This is an optimization exercise on Yosys and OpenROAD, whose aim is a short achievable clock period and few clock cycles, not a production implementation.
Only simulation tests tie the RTL to the original design; equivalence was not proved.
Power is estimated from default activity; no workload was simulated.

`flow/config.mk`:
```
export PLATFORM = sky130hd
export DESIGN_NAME = mips_core
export DESIGN_NICKNAME = mips_core
export VERILOG_FILES = /design/flow/design.v
export SDC_FILE = /design/flow/constraint.sdc
export NUM_CORES = 8
export LEC_CHECK = 0
export CAP_MARGIN = 20
export CORE_MARGIN = 2
export CORE_UTILIZATION = 25
export PLACE_DENSITY = 0.45
export SLEW_MARGIN = 20
```
`flow/constraint.sdc`:
```
create_clock -name core_clock -period 8.0 [get_ports {clk}]
set_input_delay 1.6000 -clock core_clock [delete_from_list [all_inputs] [get_ports {clk}]]
set_output_delay 1.6000 -clock core_clock [all_outputs]
set_load 0.01 [all_outputs]
```
`flow/design.v`:
```
`default_nettype none
package mips_pkg;
    localparam int XLEN = 32;
    localparam int RLEN = 5;
    typedef logic [XLEN-1:0] word_t;
    typedef logic [RLEN-1:0] reg_addr_t;
    typedef logic [1:0]      tick_t;
    localparam tick_t T_USE_NONE = 2'd3;
    typedef enum logic [5:0] {
        OP_SPECIAL = 6'h00,
        OP_J       = 6'h02,
        OP_JAL     = 6'h03,
        OP_BEQ     = 6'h04,
        OP_BNE     = 6'h05,
        OP_ADDIU   = 6'h09,
        OP_ORI     = 6'h0d,
        OP_LUI     = 6'h0f,
        OP_LW      = 6'h23,
        OP_SW      = 6'h2b
    } opcode_e;
    typedef enum logic [5:0] {
        FN_JR   = 6'h08,
        FN_ADDU = 6'h21,
        FN_SUBU = 6'h23,
        FN_AND  = 6'h24,
        FN_OR   = 6'h25,
        FN_SLT  = 6'h2a
    } funct_e;
    typedef enum logic [2:0] {ALU_ADD, ALU_SUB, ALU_AND, ALU_OR, ALU_SLT, ALU_LUI} alu_op_e;
    typedef enum logic [1:0] {NPC_SEQ, NPC_BRANCH, NPC_JUMP, NPC_JREG} npc_sel_e;
    typedef enum logic [1:0] {CMP_NONE, CMP_EQ, CMP_NE} cmp_op_e;
    typedef enum logic [1:0] {WB_ALU, WB_MEM, WB_PC8} wb_src_e;
    typedef enum logic [1:0] {FWD_NONE, FROM_E, FROM_M, FROM_W} fwd_sel_e;
    typedef struct packed {
        alu_op_e   alu_op;
        logic      b_is_imm;
        logic      sign_ext;
        npc_sel_e  npc_sel;
        cmp_op_e   cmp_op;
        wb_src_e   wb_src;
        logic      reg_we;
        logic      mem_we;
        reg_addr_t dest;
        tick_t     t_use_rs;
        tick_t     t_use_rt;
        tick_t     t_new;
    } ctrl_t;
    typedef struct packed {
        word_t pc;
        word_t instr;
        word_t v1;
        word_t v2;
        word_t imm32;
        ctrl_t ctrl;
    } de_reg_t;
    typedef struct packed {
        word_t pc;
        word_t instr;
        word_t alu;
        word_t wdata;
        ctrl_t ctrl;
    } em_reg_t;
    typedef struct packed {
        word_t pc;
        word_t alu;
        word_t rdata;
        ctrl_t ctrl;
    } mw_reg_t;
    function automatic tick_t tick_dec(input tick_t t);
        tick_dec = (t == 2'd0) ? 2'd0 : t - 2'd1;
    endfunction
endpackage
`default_nettype wire
`timescale 1ns/1ps
`default_nettype none
module mips_alu (
    input  mips_pkg::word_t   a,
    input  mips_pkg::word_t   b,
    input  mips_pkg::alu_op_e op,
    output mips_pkg::word_t   y
);
    logic lt;
    assign lt = $signed(a) < $signed(b);
    always_comb begin
        case (op)
            mips_pkg::ALU_ADD: y = a + b;
            mips_pkg::ALU_SUB: y = a - b;
            mips_pkg::ALU_AND: y = a & b;
            mips_pkg::ALU_OR:  y = a | b;
            mips_pkg::ALU_SLT: y = {{(mips_pkg::XLEN-1){1'b0}}, lt};
            mips_pkg::ALU_LUI: y = {b[15:0], 16'h0000};
            default: y = '0;
        endcase
    end
endmodule
`default_nettype wire
`timescale 1ns/1ps
`default_nettype none
module mips_decoder (
    input  mips_pkg::word_t instr,
    output mips_pkg::ctrl_t ctrl
);
    mips_pkg::opcode_e   opcode;
    mips_pkg::funct_e    funct;
    mips_pkg::reg_addr_t rt;
    mips_pkg::reg_addr_t rd;
    assign opcode = mips_pkg::opcode_e'(instr[31:26]);
    assign funct  = mips_pkg::funct_e'(instr[5:0]);
    assign rt     = instr[20:16];
    assign rd     = instr[15:11];
    always_comb begin
        ctrl          = '0;
        ctrl.t_use_rs = mips_pkg::T_USE_NONE;
        ctrl.t_use_rt = mips_pkg::T_USE_NONE;
        case (opcode)
            mips_pkg::OP_SPECIAL: begin
                ctrl.reg_we   = 1'b1;
                ctrl.dest     = rd;
                ctrl.t_use_rs = 2'd1;
                ctrl.t_use_rt = 2'd1;
                case (funct)
                    mips_pkg::FN_ADDU: ctrl.alu_op = mips_pkg::ALU_ADD;
                    mips_pkg::FN_SUBU: ctrl.alu_op = mips_pkg::ALU_SUB;
                    mips_pkg::FN_AND:  ctrl.alu_op = mips_pkg::ALU_AND;
                    mips_pkg::FN_OR:   ctrl.alu_op = mips_pkg::ALU_OR;
                    mips_pkg::FN_SLT:  ctrl.alu_op = mips_pkg::ALU_SLT;
                    mips_pkg::FN_JR: begin
                        ctrl.reg_we   = 1'b0;
                        ctrl.dest     = '0;
                        ctrl.npc_sel  = mips_pkg::NPC_JREG;
                        ctrl.t_use_rs = 2'd0;
                        ctrl.t_use_rt = mips_pkg::T_USE_NONE;
                    end
                    default: begin
                        ctrl.reg_we   = 1'b0;
                        ctrl.dest     = '0;
                        ctrl.t_use_rs = mips_pkg::T_USE_NONE;
                        ctrl.t_use_rt = mips_pkg::T_USE_NONE;
                    end
                endcase
            end
            mips_pkg::OP_ADDIU, mips_pkg::OP_ORI, mips_pkg::OP_LUI, mips_pkg::OP_LW: begin
                ctrl.b_is_imm = 1'b1;
                ctrl.sign_ext = (opcode != mips_pkg::OP_ORI);
                ctrl.reg_we   = 1'b1;
                ctrl.dest     = rt;
                ctrl.t_use_rs = (opcode == mips_pkg::OP_LUI) ? mips_pkg::T_USE_NONE : 2'd1;
                ctrl.alu_op   = (opcode == mips_pkg::OP_ORI) ? mips_pkg::ALU_OR :
                                (opcode == mips_pkg::OP_LUI) ? mips_pkg::ALU_LUI : mips_pkg::ALU_ADD;
                ctrl.wb_src   = (opcode == mips_pkg::OP_LW) ? mips_pkg::WB_MEM : mips_pkg::WB_ALU;
            end
            mips_pkg::OP_SW: begin
                ctrl.b_is_imm = 1'b1;
                ctrl.sign_ext = 1'b1;
                ctrl.mem_we   = 1'b1;
                ctrl.t_use_rs = 2'd1;
                ctrl.t_use_rt = 2'd2;
            end
            mips_pkg::OP_BEQ, mips_pkg::OP_BNE: begin
                ctrl.sign_ext = 1'b1;
                ctrl.npc_sel  = mips_pkg::NPC_BRANCH;
                ctrl.cmp_op   = (opcode == mips_pkg::OP_BEQ) ? mips_pkg::CMP_EQ : mips_pkg::CMP_NE;
                ctrl.t_use_rs = 2'd0;
                ctrl.t_use_rt = 2'd0;
            end
            mips_pkg::OP_J, mips_pkg::OP_JAL: begin
                ctrl.npc_sel = mips_pkg::NPC_JUMP;
                ctrl.reg_we  = (opcode == mips_pkg::OP_JAL);
                ctrl.dest    = (opcode == mips_pkg::OP_JAL) ? mips_pkg::reg_addr_t'(31) : mips_pkg::reg_addr_t'(0);
                ctrl.wb_src  = mips_pkg::WB_PC8;
            end
            default: ;
        endcase
        case (ctrl.wb_src)
            mips_pkg::WB_MEM:  ctrl.t_new = 2'd2;
            mips_pkg::WB_ALU:  ctrl.t_new = 2'd1;
            default: ctrl.t_new = 2'd0;
        endcase
    end
endmodule
`default_nettype wire
`timescale 1ns/1ps
`default_nettype none
module mips_regfile (
    input  logic      clk,
    input  logic      arst_n,
    input  mips_pkg::reg_addr_t ra1,
    input  mips_pkg::reg_addr_t ra2,
    input  logic      we,
    input  mips_pkg::reg_addr_t wa,
    input  mips_pkg::word_t     wd,
    output mips_pkg::word_t     rd1,
    output mips_pkg::word_t     rd2
);
    mips_pkg::word_t regs [0:31];
    always_ff @(posedge clk or negedge arst_n) begin
        if (!arst_n) begin
            for (int i = 0; i < 32; i++) begin
                regs[i] <= '0;
            end
        end else if (we && wa != '0) begin
            regs[wa] <= wd;
        end
    end
    assign rd1 = (we && wa != '0 && wa == ra1) ? wd : regs[ra1];
    assign rd2 = (we && wa != '0 && wa == ra2) ? wd : regs[ra2];
endmodule
`default_nettype wire
`timescale 1ns/1ps
`default_nettype none
module mips_hazard_unit (
    input  mips_pkg::reg_addr_t d_rs,
    input  mips_pkg::reg_addr_t d_rt,
    input  mips_pkg::tick_t     d_t_use_rs,
    input  mips_pkg::tick_t     d_t_use_rt,
    input  mips_pkg::reg_addr_t e_rs,
    input  mips_pkg::reg_addr_t e_rt,
    input  mips_pkg::reg_addr_t m_rt,
    input  mips_pkg::reg_addr_t e_dest,
    input  mips_pkg::reg_addr_t m_dest,
    input  mips_pkg::reg_addr_t w_dest,
    input  logic      e_we,
    input  logic      m_we,
    input  logic      w_we,
    input  mips_pkg::tick_t     e_t_new,
    input  mips_pkg::tick_t     m_t_new,
    output logic      stall,
    output mips_pkg::fwd_sel_e  fwd_d_rs,
    output mips_pkg::fwd_sel_e  fwd_d_rt,
    output mips_pkg::fwd_sel_e  fwd_e_a,
    output mips_pkg::fwd_sel_e  fwd_e_b,
    output mips_pkg::fwd_sel_e  fwd_m_wd
);
    function automatic logic must_wait(input mips_pkg::reg_addr_t src, input mips_pkg::tick_t t_use);
        must_wait = (src != 5'd0) &&
                    ((e_we && e_dest == src && e_t_new > t_use) ||
                     (m_we && m_dest == src && m_t_new > t_use));
    endfunction
    function automatic mips_pkg::fwd_sel_e pick(input mips_pkg::reg_addr_t src, input logic see_e,
                                      input logic see_m);
        if (src == 5'd0) begin
            pick = mips_pkg::FWD_NONE;
        end else if (see_e && e_we && e_dest == src) begin
            pick = (e_t_new == 2'd0) ? mips_pkg::FROM_E : mips_pkg::FWD_NONE;
        end else if (see_m && m_we && m_dest == src) begin
            pick = (m_t_new == 2'd0) ? mips_pkg::FROM_M : mips_pkg::FWD_NONE;
        end else begin
            pick = (w_we && w_dest == src) ? mips_pkg::FROM_W : mips_pkg::FWD_NONE;
        end
    endfunction
    always_comb begin
        stall    = must_wait(d_rs, d_t_use_rs) || must_wait(d_rt, d_t_use_rt);
        fwd_d_rs = pick(d_rs, 1'b1, 1'b1);
        fwd_d_rt = pick(d_rt, 1'b1, 1'b1);
        fwd_e_a  = pick(e_rs, 1'b0, 1'b1);
        fwd_e_b  = pick(e_rt, 1'b0, 1'b1);
        fwd_m_wd = pick(m_rt, 1'b0, 1'b0);
    end
endmodule
`default_nettype wire
`timescale 1ns/1ps
`default_nettype none
module mips_core #(
    parameter mips_pkg::word_t RESET_PC = 32'h0000_3000
) (
    input  logic       clk,
    input  logic       arst_n,
    output mips_pkg::word_t      i_inst_addr,
    input  mips_pkg::word_t      i_inst_rdata,
    output mips_pkg::word_t      m_data_addr,
    input  mips_pkg::word_t      m_data_rdata,
    output mips_pkg::word_t      m_data_wdata,
    output logic [3:0] m_data_byteen,
    output logic       w_grf_we,
    output mips_pkg::reg_addr_t  w_grf_addr,
    output mips_pkg::word_t      w_grf_wdata,
    output mips_pkg::word_t      w_inst_addr
);
    mips_pkg::word_t     f_pc;
    mips_pkg::word_t     f_npc;
    mips_pkg::word_t     fd_pc;
    mips_pkg::word_t     fd_instr;
    mips_pkg::reg_addr_t d_rs;
    mips_pkg::reg_addr_t d_rt;
    mips_pkg::ctrl_t     d_ctrl;
    mips_pkg::word_t     d_rf1;
    mips_pkg::word_t     d_rf2;
    mips_pkg::word_t     d_v1;
    mips_pkg::word_t     d_v2;
    mips_pkg::word_t     d_imm32;
    mips_pkg::word_t     d_pc4;
    logic      d_taken;
    mips_pkg::de_reg_t   de;
    mips_pkg::ctrl_t     e_ctrl;
    mips_pkg::word_t     e_a;
    mips_pkg::word_t     e_b_fwd;
    mips_pkg::word_t     e_alu;
    mips_pkg::word_t     e_pc8;
    mips_pkg::em_reg_t   em;
    mips_pkg::ctrl_t     m_ctrl;
    mips_pkg::word_t     m_result;
    mips_pkg::mw_reg_t   mw;
    mips_pkg::word_t     w_wd;
    logic      stall;
    mips_pkg::fwd_sel_e  fwd_d_rs;
    mips_pkg::fwd_sel_e  fwd_d_rt;
    mips_pkg::fwd_sel_e  fwd_e_a;
    mips_pkg::fwd_sel_e  fwd_e_b;
    mips_pkg::fwd_sel_e  fwd_m_wd;
    function automatic mips_pkg::word_t fwd_pick(input mips_pkg::fwd_sel_e sel, input mips_pkg::word_t own,
                                       input mips_pkg::word_t from_e, input mips_pkg::word_t from_m,
                                       input mips_pkg::word_t from_w);
        case (sel)
            mips_pkg::FROM_E:  fwd_pick = from_e;
            mips_pkg::FROM_M:  fwd_pick = from_m;
            mips_pkg::FROM_W:  fwd_pick = from_w;
            default: fwd_pick = own;
        endcase
    endfunction
    always_ff @(posedge clk or negedge arst_n) begin
        if (!arst_n) begin
            f_pc     <= RESET_PC;
            fd_pc    <= '0;
            fd_instr <= '0;
        end else if (!stall) begin
            f_pc     <= f_npc;
            fd_pc    <= f_pc;
            fd_instr <= i_inst_rdata;
        end
    end
    assign i_inst_addr = f_pc;
    assign d_rs = fd_instr[25:21];
    assign d_rt = fd_instr[20:16];
    mips_decoder u_decoder (.instr(fd_instr), .ctrl(d_ctrl));
    mips_regfile u_regfile (
        .clk    (clk),
        .arst_n (arst_n),
        .ra1    (d_rs),
        .ra2    (d_rt),
        .we     (mw.ctrl.reg_we),
        .wa     (mw.ctrl.dest),
        .wd     (w_wd),
        .rd1    (d_rf1),
        .rd2    (d_rf2)
    );
    assign d_v1    = fwd_pick(fwd_d_rs, d_rf1, e_pc8, m_result, w_wd);
    assign d_v2    = fwd_pick(fwd_d_rt, d_rf2, e_pc8, m_result, w_wd);
    assign d_imm32 = d_ctrl.sign_ext ? {{16{fd_instr[15]}}, fd_instr[15:0]}
                                     : {16'h0000, fd_instr[15:0]};
    assign d_pc4   = fd_pc + 32'd4;
    always_comb begin
        case (d_ctrl.cmp_op)
            mips_pkg::CMP_EQ:  d_taken = (d_v1 == d_v2);
            mips_pkg::CMP_NE:  d_taken = (d_v1 != d_v2);
            default: d_taken = 1'b0;
        endcase
        case (d_ctrl.npc_sel)
            mips_pkg::NPC_BRANCH: f_npc = d_taken ? d_pc4 + {d_imm32[29:0], 2'b00} : f_pc + 32'd4;
            mips_pkg::NPC_JUMP:   f_npc = {d_pc4[31:28], fd_instr[25:0], 2'b00};
            mips_pkg::NPC_JREG:   f_npc = d_v1;
            default:    f_npc = f_pc + 32'd4;
        endcase
    end
    always_ff @(posedge clk or negedge arst_n) begin
        if (!arst_n) begin
            de <= '0;
        end else if (stall) begin
            de <= '0;
        end else begin
            de.pc    <= fd_pc;
            de.instr <= fd_instr;
            de.v1    <= d_v1;
            de.v2    <= d_v2;
            de.imm32 <= d_imm32;
            de.ctrl  <= d_ctrl;
        end
    end
    assign e_pc8   = de.pc + 32'd8;
    assign e_a     = fwd_pick(fwd_e_a, de.v1, de.v1, m_result, w_wd);
    assign e_b_fwd = fwd_pick(fwd_e_b, de.v2, de.v2, m_result, w_wd);
    mips_alu u_alu (
        .a  (e_a),
        .b  (de.ctrl.b_is_imm ? de.imm32 : e_b_fwd),
        .op (de.ctrl.alu_op),
        .y  (e_alu)
    );
    always_comb begin
        e_ctrl       = de.ctrl;
        e_ctrl.t_new = mips_pkg::tick_dec(de.ctrl.t_new);
    end
    always_ff @(posedge clk or negedge arst_n) begin
        if (!arst_n) begin
            em <= '0;
        end else begin
            em.pc    <= de.pc;
            em.instr <= de.instr;
            em.alu   <= e_alu;
            em.wdata <= e_b_fwd;
            em.ctrl  <= e_ctrl;
        end
    end
    assign m_result      = (em.ctrl.wb_src == mips_pkg::WB_PC8) ? em.pc + 32'd8 : em.alu;
    assign m_data_addr   = em.alu;
    assign m_data_wdata  = fwd_pick(fwd_m_wd, em.wdata, em.wdata, em.wdata, w_wd);
    assign m_data_byteen = {4{em.ctrl.mem_we}};
    always_comb begin
        m_ctrl       = em.ctrl;
        m_ctrl.t_new = mips_pkg::tick_dec(em.ctrl.t_new);
    end
    always_ff @(posedge clk or negedge arst_n) begin
        if (!arst_n) begin
            mw <= '0;
        end else begin
            mw.pc    <= em.pc;
            mw.alu   <= em.alu;
            mw.rdata <= m_data_rdata;
            mw.ctrl  <= m_ctrl;
        end
    end
    always_comb begin
        case (mw.ctrl.wb_src)
            mips_pkg::WB_MEM:  w_wd = mw.rdata;
            mips_pkg::WB_PC8:  w_wd = mw.pc + 32'd8;
            default: w_wd = mw.alu;
        endcase
    end
    assign w_grf_we    = mw.ctrl.reg_we;
    assign w_grf_addr  = mw.ctrl.dest;
    assign w_grf_wdata = w_wd;
    assign w_inst_addr = mw.pc;
    mips_hazard_unit u_hazard (
        .d_rs       (d_rs),
        .d_rt       (d_rt),
        .d_t_use_rs (d_ctrl.t_use_rs),
        .d_t_use_rt (d_ctrl.t_use_rt),
        .e_rs       (de.instr[25:21]),
        .e_rt       (de.instr[20:16]),
        .m_rt       (em.instr[20:16]),
        .e_dest     (de.ctrl.dest),
        .m_dest     (em.ctrl.dest),
        .w_dest     (mw.ctrl.dest),
        .e_we       (de.ctrl.reg_we),
        .m_we       (em.ctrl.reg_we),
        .w_we       (mw.ctrl.reg_we),
        .e_t_new    (de.ctrl.t_new),
        .m_t_new    (em.ctrl.t_new),
        .stall      (stall),
        .fwd_d_rs   (fwd_d_rs),
        .fwd_d_rt   (fwd_d_rt),
        .fwd_e_a    (fwd_e_a),
        .fwd_e_b    (fwd_e_b),
        .fwd_m_wd   (fwd_m_wd)
    );
endmodule
`default_nettype wire
```
`flow/run.sh`:
```
#!/bin/bash
# synth_recipe.tcl (not shown) runs the flow's synth.tcl, then flattens the netlist and writes it again
# the make line also repeats each setting of config.mk as NAME=value (left out here)
make -C /OpenROAD-flow-scripts/flow DESIGN_CONFIG=/design/flow/config.mk WORK_HOME=/design/flow/orfs CLKGATE_MAP_FILE= SYNTH_SCRIPT=/design/flow/synth_recipe.tcl finish
```
==> results.txt <==
status no timing/DRC/antenna violations; IO buf count ~240; first-pass GRT wire length between 600000 and 700000 um; Leakage roughly 40 nW; hpwl dp 346700 um; ys async rst share 1.000; Sw Pwr roughly 0.0066 W; initial antenna violation count 63; final WL between 500000 and 600000 um; fin crit share 0.9322; Cell Int Power 0.01378 W; CTS Hold Buffers Added 0; clk_skew 89.83 ps; Layout fillers between 30000 and 40000; CTS sink cnt ~1500; Min Hold Slack 352.7 ps; post-synthesis sequential area ratio 0.4586; peak supply drop 0.1604 mV; WL/cell ~37 um; TNS Setup 0 ps; final setup fails 0; Non-Filler Instances ~14000; FF+latch area around 0.037 mm^2; Max-Cap Viols 0; Comb pwr share 0.164; Die Height roughly 570 um; drt first pass iters 8; worst-case clock buffer depth 4; Clock transition at path regs roughly 60 ps; Final Cell Area around 0.094 mm^2; Layout area overhead 17.39%; Die X around 570 um; Synth cell types around 110; Mean Syn Cell Area ~8.7 um^2; Hold Path Class reg -> reg; die area 0.3263 mm^2; GPL Wtd Cong about 1; DP Cell Count ~13000; Pins Over Slew Limit 0; clock group share of total power 0.409; sequential fraction of design power 0.426; H-tree levels 4; critical path launch point type register; Syn Std Cell Area slightly above 0.08 mm^2; placed inst area 0.08845 mm^2; largest area contributor in the synthesized netlist dfrtp_1; Post-synth EDFFs 0; Crit Path Max Fanout 34; DR DRC count 0; Worst-Skew Late Latency slightly above 900 ps; sw frac 0.3242; fin crit period approximately 7500 ps; Starting DRT DRC Count around 14000; routed vias slightly above 80000; I/O pin total around 240; number of synthesized register bits 1474; vias in the first global route around 76000; PwrDens around 220 mW/mm^2; post-CTS sizing 0; largest net degree at the start of global routing between 150 and 200; Layout Nets ~9400; total grt overflow 0; Total GRT Usage 0.2974; Multi-input gate area around 0.040 mm^2; Req. time, crit path 8760 ps; ys flop type dfrtp_1; Yosys top cell area share 0.4579; Slew @ Worst Pin roughly 1400 ps; Hold Fails Final Rpt 0; kind of critical path reg -> reg; Slew headroom 0.07347; most common cell in the netlist nand2_1; Core Box Area 0.3206 mm^2; CP endpoint kind register; layout cells sized above 1 0.09919; RSZ-0062 raised after global routing false; Worst EP arrival 8220 ps; synth warn 6; post-CTS setup buffers 0; post-route ant nets 0; root buffer cell clkbuf_16; total nets after synthesis between 9000 and 10000; CTS tree yes; largest cells by area after synthesis dfrtp_1, o21ai_0, nand2_1; vias per inst just under 6; Inserted Clock Buffers between 150 and 200; Initial Util 0.2509; FMAX about 0.13 GHz; synth cell count leaders nand2_1, dfrtp_1, o21ai_0, clkbuf_1, a22oi_1; R2R Setup Slk 540 ps; Rows ~210; Mapped Cells ~9000
-- power by group through the flow --
| stage | Clock (W) | Sequential (W) | Combinational, W |
|---|---|---|---|
| 2_1_floorplan | 0 | 0.00836 | 0.00186 |
| 3_3_place_gp | 0 | 0.00880 | 0.00327 |
| 3_5_place_dp | 0 | 0.00881 | 0.00328 |
| 4_1_cts | 0.00844 | 0.00868 | 0.00330 |
| 5_1_grt | 0.00873 | 0.00873 | 0.00355 |
| 6_report | 0.00834 | 0.00870 | 0.00335 |
-- sequential cells by signal, indices dropped and copies added, names as in the netlist --
register	count
de	138
em	112
f_pc	32
fd_instr	32
fd_pc	32
mw	104
u_regfile.regs	1024
-- per-stage QoR --
step / power, W / worst slack (ps) / util
after floorplan: 0.01022 / 2372 / -
after global placement: 0.01207 / 597.9 / 0.2756
after detailed placement: 0.01209 / 643.4 / 0.2759
after CTS: 0.02041 / 649.8 / 0.2939
after global routing: 0.02102 / 325.7 / 0.2942
final: 0.02039 / 542.6 / 0.2945
-- path summary, 6_finish.rpt --
kind | startpoint | endpoint | cells after the start
min in group asynchronous | arst_n | u_regfile.regs[30][1] | 1
worst min-delay path | de[13] | em[13] | 0
worst min register to register | de[13] | em[13] | 0
worst max-delay path | fd_instr[21] | f_pc[25] | 16
max in group asynchronous | arst_n | u_regfile.regs[27][26] | 3
worst max register to register | fd_instr[21] | f_pc[25] | 16
-- area by class of cell --
cell class / count / area share
clock buffers: 243 / 0.05361
multi-input cells: 6712 / 0.4231
repair buffers: 615 / 0.05964
diodes: 37 / 0.0009805
inverters: 182 / 0.007235
flip-flops and latches: 1474 / 0.3908
clock inverters: 69 / 0.007513
well taps: 4305 / 0.05704
-- critical path: stages (launching register included) --
cell	delay, ps
dfrtp_2	680
buf_4	370
or3b_1	560
nor2_4	1040
buf_4	520
a22oi_1	150
nand4_1	110
or4_1	370
a211oi_1	210
a221oi_1	880
xnor2_1	200
nand4_1	130
nor4_2	400
nand4_2	400
mux2_4	610
or3_1	440
a32o_1	250
-- routing by layer --
| layer | global-route usage | vias to the layer above | share of wire |
|---|---|---|---|
| met5 | 0.0008818 | - | 0.00061 |
| met1 | 0.3865 | 40430 | 0.40 |
| met2 | 0.4246 | 5972 | 0.41 |
| li1 | - | 32980 | - |
| met4 | 0.1837 | 37 | 0.076 |
| met3 | 0.09645 | 1763 | 0.12 |
-- kinds of logic (layout without fill, tap and decap cells) --
family | after synthesis | after routing | synth area share
and+or+nand+nor | 3473 | 3473 | 0.2051
xor gates and xnor gates | 270 | 270 | 0.02940
muxes | 87 | 87 | 0.01139
adders and majority gates | 149 | 149 | 0.02346
DFF | 1474 | 1474 | 0.4586
AOI/OAI and AO/OA | 2733 | 2733 | 0.2149
other | 0 | 37 | 0
buffers and inverters | 1072 | 1109 | 0.05713
-- cell usage in the layout (no fill, tap or decap), types with 36 or more instances in the layout --
cell / instances
a22oi_1: 572
nand4_1: 219
clkbuf_16: 181
a21oi_1: 240
nor4_1: 58
xor2_1: 99
dfrtp_1: 1461
a211oi_1: 64
a221oi_1: 50
nor2_1: 357
xnor2_1: 171
o21ai_0: 1235
and2_1: 56
nand3_1: 412
nor2_4: 44
nor3_1: 100
clkdlybuf4s50_1: 234
a21o_1: 37
buf_4: 347
a2111oi_0: 86
mux2i_1: 65
nand2_1: 1539
diode_2: 37
nor2b_1: 39
a22o_1: 46
a31oi_1: 48
ha_1: 145
inv_1: 178
and3_1: 342
nand2b_1: 36
Testbench counts, summed over its fixed seeds: cycles 49,390.

[separate check: timing with driven ports]
The results above use ideal ports. As a check the final layout listed here was re-extracted and re-timed, cells and wires unchanged.
Step 1: set_driving_cell puts a clkbuf_16 on clk and a buf_2 on each other input, an assumption about the parent block.
Step 2, shift: input delay + t, output delay - t, t = (earliest + latest rising clock arrival at the registers) / 2. This alone moves slack from input paths to output paths.
Slacks: ideal / step 1 / step 2; pairs: ideal / step 1.
t (ns): 0.991
setup slack, ns: 0.543 / 0.543 / 0.543
latest minus earliest clock arrival (ns): 0.090 / 0.090
slew at the worst register clock pin (ns): 0.07 / 0.07
After both steps setup and hold are still met in this run. For this run, drivers alone change the setup slack by 0.000 ns; drivers and shift together by 0.000 ns.
